Source: an optimization exercise on an open RTL-to-GDS flow (aim: small area, a short achievable clock period and few clock cycles per item). Production flows keep margins and buffers that such runs may drop. The RTL was checked by simulation tests, not by an equivalence proof against the original design. Power figures rest on the tool's default switching activity, not on a simulated workload.

## design/flow/design.v

```verilog
package jam_types_pkg;
	typedef logic [7-1:0] cost_t;
	typedef logic [3-1:0] job_t;
	typedef job_t [8-1:0] perm_t;
	typedef logic [10-1:0] total_t;
	typedef logic [4-1:0] out_job_t;
	typedef cost_t [8-1:0] cost_row_t;
endpackage
package jam_phase_pkg;
	typedef enum logic [1:0] {
		PH_LOAD,
		PH_SEARCH,
		PH_DRAIN,
		PH_OUTPUT
	} phase_t;
endpackage
`timescale 1ns/1ps
module cost_matrix (
	input  logic                      clk,
	input  logic                      rst_n,
	input  logic                      load_en,
	input  jam_types_pkg::cost_t      cost_in,
	output jam_types_pkg::cost_row_t [8-1:0] rows
);
	jam_types_pkg::cost_t [64-1:0] store;
	always_ff @(posedge clk or negedge rst_n) begin
		if (!rst_n) begin
			store <= '0;
		end else if (load_en) begin
			for (int k = 0; k < 64 - 1; k++) begin
				store[k] <= store[k+1];
			end
			store[64-1] <= cost_in;
		end
	end
	assign rows = store;
endmodule
`timescale 1ns/1ps
module perm_walker (
	input  logic                 clk,
	input  logic                 rst_n,
	input  logic                 start,
	output jam_types_pkg::perm_t perm,
	output logic                 perm_valid,
	output logic                 perm_last
);
	localparam jam_types_pkg::perm_t IDENTITY = 24'hFAC688;
	jam_types_pkg::perm_t perm_q;
	jam_types_pkg::perm_t perm_nxt;
	logic                 active;
	logic                 has_ascent;
	always_comb begin
		logic [2:0]  pv;
		logic [2:0]  sw;
		logic [2:0]  pval;
		logic [2:0]  src;
		logic [23:0] cur;
		logic [23:0] swp;
		logic [23:0] nxt;
		cur = perm_q;
		has_ascent = 1'b0;
		pv = 3'd0;
		for (int i = 0; i < 8 - 1; i++) begin
			if (cur[i*3 +: 3] < cur[(i+1)*3 +: 3]) begin
				pv = 3'(i);
				has_ascent = 1'b1;
			end
		end
		pval = cur[pv*3 +: 3];
		sw = 3'(8 - 1);
		for (int j = 0; j < 8; j++) begin
			if (3'(j) > pv && cur[j*3 +: 3] > pval) begin
				sw = 3'(j);
			end
		end
		swp = cur;
		swp[pv*3 +: 3] = cur[sw*3 +: 3];
		swp[sw*3 +: 3] = pval;
		nxt = swp;
		src = 3'd0;
		for (int k = 0; k < 8; k++) begin
			if (3'(k) > pv) begin
				src = 3'(4'(8) + 4'(pv) - 4'(k));
				nxt[k*3 +: 3] = swp[src*3 +: 3];
			end
		end
		perm_nxt = nxt;
	end
	always_ff @(posedge clk or negedge rst_n) begin
		if (!rst_n) begin
			active <= 1'b0;
			perm_q <= IDENTITY;
		end else if (start) begin
			active <= 1'b1;
			perm_q <= IDENTITY;
		end else if (active) begin
			if (!has_ascent) begin
				active <= 1'b0;
			end else begin
				perm_q <= perm_nxt;
			end
		end
	end
	assign perm       = perm_q;
	assign perm_valid = active;
	assign perm_last  = active && !has_ascent;
endmodule
`timescale 1ns/1ps
module assign_cost_eval (
	input  logic                     clk,
	input  logic                     rst_n,
	input  jam_types_pkg::cost_row_t [8-1:0] rows,
	input  jam_types_pkg::perm_t     perm,
	input  logic                     perm_valid,
	input  logic                     perm_last,
	output logic                     cand_valid,
	output jam_types_pkg::perm_t     cand_perm,
	output jam_types_pkg::total_t    cand_total,
	output logic                     cand_last
);
	jam_types_pkg::total_t sum;
	logic [64*7-1:0] rows_flat;
	logic [8*3-1:0]      perm_flat;
	assign rows_flat = rows;
	assign perm_flat = perm;
	always_comb begin
		sum = '0;
		for (int w = 0; w < 8; w++) begin
			sum = sum + jam_types_pkg::total_t'(rows_flat[(w*8 + int'(perm_flat[w*3 +: 3]))*7 +: 7]);
		end
	end
	always_ff @(posedge clk or negedge rst_n) begin
		if (!rst_n) begin
			cand_valid <= 1'b0;
			cand_last  <= 1'b0;
		end else begin
			cand_valid <= perm_valid;
			cand_last  <= perm_valid && perm_last;
		end
	end
	always_ff @(posedge clk) begin
		cand_perm  <= perm;
		cand_total <= sum;
	end
endmodule
`timescale 1ns/1ps
module best_tracker (
	input  logic                  clk,
	input  logic                  rst_n,
	input  logic                  clear,
	input  logic                  cand_valid,
	input  jam_types_pkg::perm_t  cand_perm,
	input  jam_types_pkg::total_t cand_total,
	input  logic                  cand_last,
	output jam_types_pkg::perm_t  best_perm,
	output jam_types_pkg::total_t best_total
);
	logic busy;
	logic take;
	assign take = busy && cand_valid && (cand_total < best_total);
	always_ff @(posedge clk or negedge rst_n) begin
		if (!rst_n) begin
			busy       <= 1'b0;
			best_total <= '1;
		end else if (clear) begin
			busy       <= 1'b1;
			best_total <= '1;
		end else begin
			if (take) begin
				best_total <= cand_total;
			end
			if (cand_valid && cand_last) begin
				busy <= 1'b0;
			end
		end
	end
	always_ff @(posedge clk) begin
		if (take) begin
			best_perm <= cand_perm;
		end
	end
endmodule
`timescale 1ns/1ps
module jam_ctrl (
	input  logic                    clk,
	input  logic                    rst_n,
	input  logic                    in_valid,
	output logic                    load_en,
	output logic                    start,
	output logic                    clear,
	input  logic                    perm_last,
	input  jam_types_pkg::perm_t    best_perm,
	input  jam_types_pkg::total_t   best_total,
	output logic                    out_valid,
	output jam_types_pkg::out_job_t out_job,
	output jam_types_pkg::total_t   out_cost
);
	localparam int CNT_W = $clog2(64);
	jam_phase_pkg::phase_t phase;
	logic [CNT_W-1:0]      cnt;
	logic                  load_done;
	jam_types_pkg::job_t   idx;
	assign load_en   = (phase == jam_phase_pkg::PH_LOAD) && in_valid;
	assign load_done = load_en && (cnt == CNT_W'(64 - 1));
	assign idx       = cnt[3-1:0];
	logic [8*3-1:0] best_perm_flat;
	assign best_perm_flat = best_perm;
	always_ff @(posedge clk or negedge rst_n) begin
		if (!rst_n) begin
			phase <= jam_phase_pkg::PH_LOAD;
			cnt   <= '0;
			start <= 1'b0;
			clear <= 1'b0;
		end else begin
			start <= load_done;
			clear <= load_done;
			case (phase)
				jam_phase_pkg::PH_LOAD: begin
					if (load_done) begin
						phase <= jam_phase_pkg::PH_SEARCH;
						cnt   <= '0;
					end else if (load_en) begin
						cnt <= cnt + 1'b1;
					end
				end
				jam_phase_pkg::PH_SEARCH: begin
					if (perm_last) begin
						phase <= jam_phase_pkg::PH_DRAIN;
					end
				end
				jam_phase_pkg::PH_DRAIN: begin
					if (cnt == CNT_W'(1)) begin
						phase <= jam_phase_pkg::PH_OUTPUT;
						cnt   <= '0;
					end else begin
						cnt <= cnt + 1'b1;
					end
				end
				default: begin
					if (cnt == CNT_W'(8 - 1)) begin
						phase <= jam_phase_pkg::PH_LOAD;
						cnt   <= '0;
					end else begin
						cnt <= cnt + 1'b1;
					end
				end
			endcase
		end
	end
	always_ff @(posedge clk or negedge rst_n) begin
		if (!rst_n) begin
			out_valid <= 1'b0;
			out_job   <= '0;
			out_cost  <= '0;
		end else if (phase == jam_phase_pkg::PH_OUTPUT) begin
			out_valid <= 1'b1;
			out_job   <= jam_types_pkg::out_job_t'(best_perm_flat[idx*3 +: 3]) +
				jam_types_pkg::out_job_t'(1);
			out_cost  <= best_total;
		end else begin
			out_valid <= 1'b0;
			out_job   <= '0;
			out_cost  <= '0;
		end
	end
endmodule
`timescale 1ns/1ps
module jam (
	input  logic                    clk,
	input  logic                    rst_n,
	input  logic                    in_valid,
	input  jam_types_pkg::cost_t    in_cost,
	output logic                    out_valid,
	output jam_types_pkg::out_job_t out_job,
	output jam_types_pkg::total_t   out_cost
);
	logic                     load_en;
	logic                     start;
	logic                     clear;
	jam_types_pkg::cost_row_t [8-1:0] rows;
	jam_types_pkg::perm_t     perm;
	logic                     perm_valid;
	logic                     perm_last;
	jam_types_pkg::perm_t     best_perm;
	jam_types_pkg::total_t    best_total;
	logic                     cand_valid;
	jam_types_pkg::perm_t     cand_perm;
	jam_types_pkg::total_t    cand_total;
	logic                     cand_last;
	cost_matrix cost_matrix_inst (
		.clk     (clk),
		.rst_n   (rst_n),
		.load_en (load_en),
		.cost_in (in_cost),
		.rows    (rows)
	);
	perm_walker perm_walker_inst (
		.clk        (clk),
		.rst_n      (rst_n),
		.start      (start),
		.perm       (perm),
		.perm_valid (perm_valid),
		.perm_last  (perm_last)
	);
	assign_cost_eval assign_cost_eval_inst (
		.clk        (clk),
		.rst_n      (rst_n),
		.rows       (rows),
		.perm       (perm),
		.perm_valid (perm_valid),
		.perm_last  (perm_last),
		.cand_valid (cand_valid),
		.cand_perm  (cand_perm),
		.cand_total (cand_total),
		.cand_last  (cand_last)
	);
	best_tracker best_tracker_inst (
		.clk        (clk),
		.rst_n      (rst_n),
		.clear      (clear),
		.cand_valid (cand_valid),
		.cand_perm  (cand_perm),
		.cand_total (cand_total),
		.cand_last  (cand_last),
		.best_perm  (best_perm),
		.best_total (best_total)
	);
	jam_ctrl jam_ctrl_inst (
		.clk        (clk),
		.rst_n      (rst_n),
		.in_valid   (in_valid),
		.load_en    (load_en),
		.start      (start),
		.clear      (clear),
		.perm_last  (perm_last),
		.best_perm  (best_perm),
		.best_total (best_total),
		.out_valid  (out_valid),
		.out_job    (out_job),
		.out_cost   (out_cost)
	);
endmodule
```

## design/flow/run.sh

```bash
#!/bin/bash
# synth_recipe.tcl (not shown) runs the flow's synth.tcl, then flattens the netlist and writes it again
# the make line also repeats each setting of config.mk as NAME=value (left out here)
make -C /OpenROAD-flow-scripts/flow DESIGN_CONFIG=/design/flow/config.mk WORK_HOME=/design/flow/orfs CLKGATE_MAP_FILE= SYNTH_SCRIPT=/design/flow/synth_recipe.tcl finish
```

## design/flow/config.mk

```make
export PLATFORM = sky130hd
export DESIGN_NAME = jam
export DESIGN_NICKNAME = jam
export VERILOG_FILES = /design/flow/design.v
export SDC_FILE = /design/flow/constraint.sdc
export NUM_CORES = 4
export LEC_CHECK = 0
export CAP_MARGIN = 20
export CORE_MARGIN = 2
export CORE_UTILIZATION = 40
export SLEW_MARGIN = 20
```

## design/flow/constraint.sdc

```tcl
create_clock -name core_clock -period 9.0 [get_ports {clk}]
set_input_delay 1.8000 -clock core_clock [delete_from_list [all_inputs] [get_ports {clk}]]
set_output_delay 1.8000 -clock core_clock [all_outputs]
set_load 0.01 [all_outputs]
```

==> notes.md <==
The area of all sequential standard cells is 0.0142 mm2. The timing startpoint of the critical path is perm_walker_inst.perm_q[3]$_DFFE_PN1P_. The mean instance size in the synthesized netlist came out at 9.75 um2.

The cell with the most instances after synthesis is mux2_2. The count of max-cap constraint violations is 0. The utilization after layout is 43.2%. The maximum resistive drop on vdd is 0.000129 V. The total count of max-transition violations in the final report was 0. The number of warnings reported in the yosys synthesis log is 5. The area fraction in compound gates after synthesis is 14.3%.

The worst path in the final design needs a cycle of 8.56 ns, including I/O delays and setup. The global-route wire length before repair came out at 330,000 um. Synthesis inferred 568 register bits.

The internal power consumption came out at 4.24 mW. The worst path arrival time came out at 9.15 ns. The largest buffer count on any clock path came out at 3. The total via count in the routed design came out at 53,400.

Compared with the post-synthesis result, the final layout area differs by 7.54%. Entering global routing, the biggest net connects 149 pins. The min-delay analysis places its worst path in the category register to register. The weighted congestion reported at the end of routability-driven placement came out at 0.984. The per-cell routed wire length is 25.9 um. The final sum of negative setup slack came out at 0 ns. Of the available clock period, the critical path in the final layout requires 95.1%. The power after layout is 5.52 mW. The H-tree was split into 3 levels. The maximum frequency from static timing analysis came out at 117 MHz. The area inside the core boundary is 0.158 mm2. The number of non-filler instances in the completed layout came out at 8,292. The total routed wirelength came out at 215,000 um.

The initial DRC count came out at 6,095. The post-synthesis net count came out at 6,689. The share of total power dissipated in the clock network is 52.6%. The number of sinks handled by clock tree synthesis came out at 568. Setup repair after global routing left no endpoint under its margin.

The number of clock buffers added by TritonCTS is 67. The starting density of the core came out at 40.2%. Counting flops with a built-in enable in the synthesized netlist gives 24. The number of antenna violations at the first check in global routing came to 4. The number of antenna-violating nets in the routed design came out at 0. The number of hold buffers added after CTS is 0. The flow ran to the end and the layout has no timing, DRC or antenna violations.

Yosys attributes the largest share of cell area to mux4_2 (20%), dfrtp_1 (19%), mux2_2 (16%), mux2i_1 (8.4%), nand2_1 (4.8%). For this design the total switching power over the nets is 1.28 mW. The number of placement rows is 146. For this run, the register share of the synthesized area comes to 22.4%. The worst register-to-register path has a setup slack of 0.44 ns.

Summing every instance area after synthesis gives 0.0634 mm2. The number of detailed-route iterations in the first pass is 8. The fraction of post-synthesis cell area in the top cell type by area is 19.6%. The cell count after synthesis came out at 6,503. The number of nets in the finished design came out at 6,351. The setup skew after layout came out at 0.0377 ns.

The final count of negative-setup-slack endpoints is 0. The worst-skew pair later-pin latency is 0.70 ns. The commonest cells after synthesis are mux2_2 (906), nand2_1 (807), mux4_2 (553). Summed over all layers, the global routing overflow is 0.

The worst pin sits at a relative slew slack of 28.7%. The number of buffer cells added on primary ports came out at 24. The final-report hold violation count came out at 0. The pin slew with the least headroom to its limit came out at 1.07 ns. The clock-pin slew reported for the worst setup and hold paths after clock tree synthesis is 0.07 ns. The via count normalized by instance count is 6.44. The mux share of post-synthesis cell area is 44.2%.

The cell count after placement is 8,168. STA classifies the critical path endpoint as a register. In this run the critical register-to-register path is captured at assign_cost_eval_inst.cand_total[9]$_DFF_P_. After synthesis, the share of flip-flops with an asynchronous set or reset is 89.8%. The share of total power dissipated in combinational logic is 1.0%.

The basic-gate share of the synthesized area counting and, or, nand and nor cells is 10.0%. The sequential cell fraction of total power is 46.5%. The cell depth of the worst flop-to-flop path came out at 26. Of the total synthesized cell area, the portion taken by full adders, half adders and majority gates is 4.15%. For this run, the total global-route usage over all layers was measured as 26.0%. The final routed DRC violation total is 0. The cell sitting at the root of the clock tree is a clkbuf_16. The maximum fanout count along the critical path came out at 84. The fraction of synthesized cell area in xor and xnor cells is 0.359%.

The endpoint of the most critical setup path is assign_cost_eval_inst.cand_total[9]$_DFF_P_. On the final layout, the worst hold slack is 0.402 ns. The final HPWL from detailed placement is 155,000 um. In this run, distinct cell masters in the synthesized netlist total 110. The layout cell share with drive strength beyond 1 came out at 30.7%. The combined area of the multi-input logic cells came out at 0.0465 mm2. The total power divided by cell area came out at 80.9 mW/mm2.

In this run the critical register-to-register path is launched from perm_walker_inst.perm_q[3]$_DFFE_PN1P_. The start-to-end type of the worst setup path is register to register. After synthesis, the largest family of logic cells by area is multiplexers. The layout filler cell count came out at 15,200. The fraction of power spent switching nets came out at 23.2%. Measured along the y axis, the die boundary spans 402 um. STA classifies the critical path startpoint as a register.

The post-synthesis cell type with the largest combined area is mux4_2. Among all flip-flop cells after synthesis, the most frequent one is dfrtp_1. The floorplan step set the die width to 402 um.

The data required time at the worst endpoint came out at 9.59 ns. 25 I/O pins were placed. The clock tree from TritonCTS is done.

The via count of the first global-routing pass came to 51,300. The die covers 0.162 mm2. The leakage power figure came out at 26.6 nW.
-- kinds of logic after synthesis --
| group | count (synthesis) |
|---|---|
| adder cells (fa/ha/maj) | 176 |
| buffers and inverters | 765 |
| flip-flops | 568 |
| AO/OA/AOI/OAI | 1460 |
| AND/OR/NAND/NOR | 1514 |
| XOR/XNOR | 26 |
| multiplexers | 1994 |
-- registers in the layout, summed over array words and instances, names as in the netlist, 2 cells and up --
signal / flops
cost_matrix_inst.store: 448
assign_cost_eval_inst.cand_perm: 24
best_tracker_inst.best_perm: 24
perm_walker_inst.perm_q: 24
assign_cost_eval_inst.cand_total: 10
best_tracker_inst.best_total: 10
jam_ctrl_inst.out_cost: 10
jam_ctrl_inst.cnt: 6
jam_ctrl_inst.out_job: 4
jam_ctrl_inst.phase: 2
-- metrics by stage --
step | worst slack, ns | area, um2
after detailed placement | 0.455 | 65900
after global routing | 0.00819 | 68200
after global placement | 0.491 | 65900
after floorplan | 1.10 | 63400
final | 0.439 | 68200
after CTS | 0.454 | 68200
-- area by class of cell --
type	count	area share (%)
sequential	568	20.8
multi-input combinational	5170	68.2
inverter	131	0.730
clock buffer	88	2.77
antenna	1	0.00367
clock inverter	35	0.596
timing repair buffer	227	3.01
tap	2072	3.80
-- cell usage in the layout (no fill, tap or decap), types with 53 or more instances in the layout --
cell,instances
a31oi_1,83
a21oi_1,423
mux4_2,553
and2_1,53
dfrtp_1,485
nor2b_1,68
mux2i_1,534
nand2_1,806
o211ai_1,118
nand3_1,64
a211oi_1,91
clkbuf_16,69
ha_1,106
nor2_1,426
inv_1,112
o21ai_0,436
buf_4,181
mux2_2,906
-- worst max-delay path: stages, from the launching register on --
cell and delay (ns):
dfstp_4 0.49, fa_1 0.55, ha_2 0.18, inv_1 0.06
fa_4 0.87, buf_16 0.30, mux4_2 0.41, nand2_1 0.08
o21ai_0 0.08, mux4_2 0.49, nand2_1 0.07, o21ai_0 0.20
ha_1 0.32, fa_1 0.46, xor2_1 0.20, fa_1 0.46
fa_1 0.52, fa_1 0.51, fa_1 0.54, fa_1 0.48
a21o_1 0.20, a21oi_1 0.22, o21bai_1 0.09, a21oi_1 0.23
o21bai_1 0.09, a21oi_1 0.18, xnor2_1 0.15
-- metal layers --
layer / vias up / track usage, % / wire length, um
met5: - / 0 / 0
met4: 0 / 8.88 / 7140
met3: 345 / 3.68 / 15300
met2: 2218 / 41.2 / 99500
met1: 27000 / 36.2 / 92600
li1: 23900 / - / -
-- how the worst min path moves through the flow --
stage	startpoint	endpoint	slack [ns]	depth (start not counted)
finish	assign_cost_eval_inst.cand_perm[8]$_DFF_P_	best_tracker_inst.best_perm[8]$_DFFE_PP_	0.40	0
CTS	assign_cost_eval_inst.cand_perm[16]$_DFF_P_	best_tracker_inst.best_perm[16]$_DFFE_PP_	0.40	0
global route	assign_cost_eval_inst.cand_perm[22]$_DFF_P_	best_tracker_inst.best_perm[22]$_DFFE_PP_	0.41	0
floorplan	perm_walker_inst.perm_q[0]$_DFFE_PN0P_	assign_cost_eval_inst.cand_perm[0]$_DFF_P_	0.35	0
global placement	assign_cost_eval_inst.cand_perm[14]$_DFF_P_	best_tracker_inst.best_perm[14]$_DFFE_PP_	0.39	0
detailed placement	assign_cost_eval_inst.cand_perm[12]$_DFF_P_	best_tracker_inst.best_perm[12]$_DFFE_PP_	0.39	0
-- what timing repair did --
action	in CTS	in global routing
setup buffers	0	0
setup endpoints to repair	0	1
gates resized for setup	0	1
-- power groups by stage --
stage                     clock (mW)  combinational (mW)  sequential, mW
final                           2.90              0.0533            2.56
after global routing            3.07              0.0635            2.56
after CTS                       2.98              0.0576            2.56
after detailed placement           0              0.0575            2.61
after global placement             0              0.0567            2.61
after floorplan                    0            0.000176            2.61
Testbench counts, summed over its fixed seeds: cycles 969,480, items 24.

afterwards: timing with drivers on the ports:
In the flow no input, the clock included, has a driving cell. The finished layout below was timed again as built, in two steps. Step 1 (the two cells are an assumption about what drives the block):
set clk [get_ports {clk}]
set_driving_cell -lib_cell sky130_fd_sc_hd__clkbuf_16 $clk
set_driving_cell -lib_cell sky130_fd_sc_hd__buf_2 [delete_from_list [all_inputs] $clk]
Step 2, shift: input delay + t, output delay - t, t = (earliest + latest rising clock arrival at the registers) / 2. This alone moves slack from input paths to output paths. Three values: no drivers, after step 1, after step 2; two values: the first two.
t, ns: 0.764
setup WS [ns]: 0.439 / 0.439 / 0.439
hold WS [ns]: 0.402 / 0.402 / 0.402
slew at the worst register clock pin (ns): 0.07 / 0.07
worst slew at a driven data input, ns: 0.10
After both steps setup and hold are still met in this run. For this run, drivers alone change the setup slack by 0.000 ns; drivers and shift together by 0.000 ns.
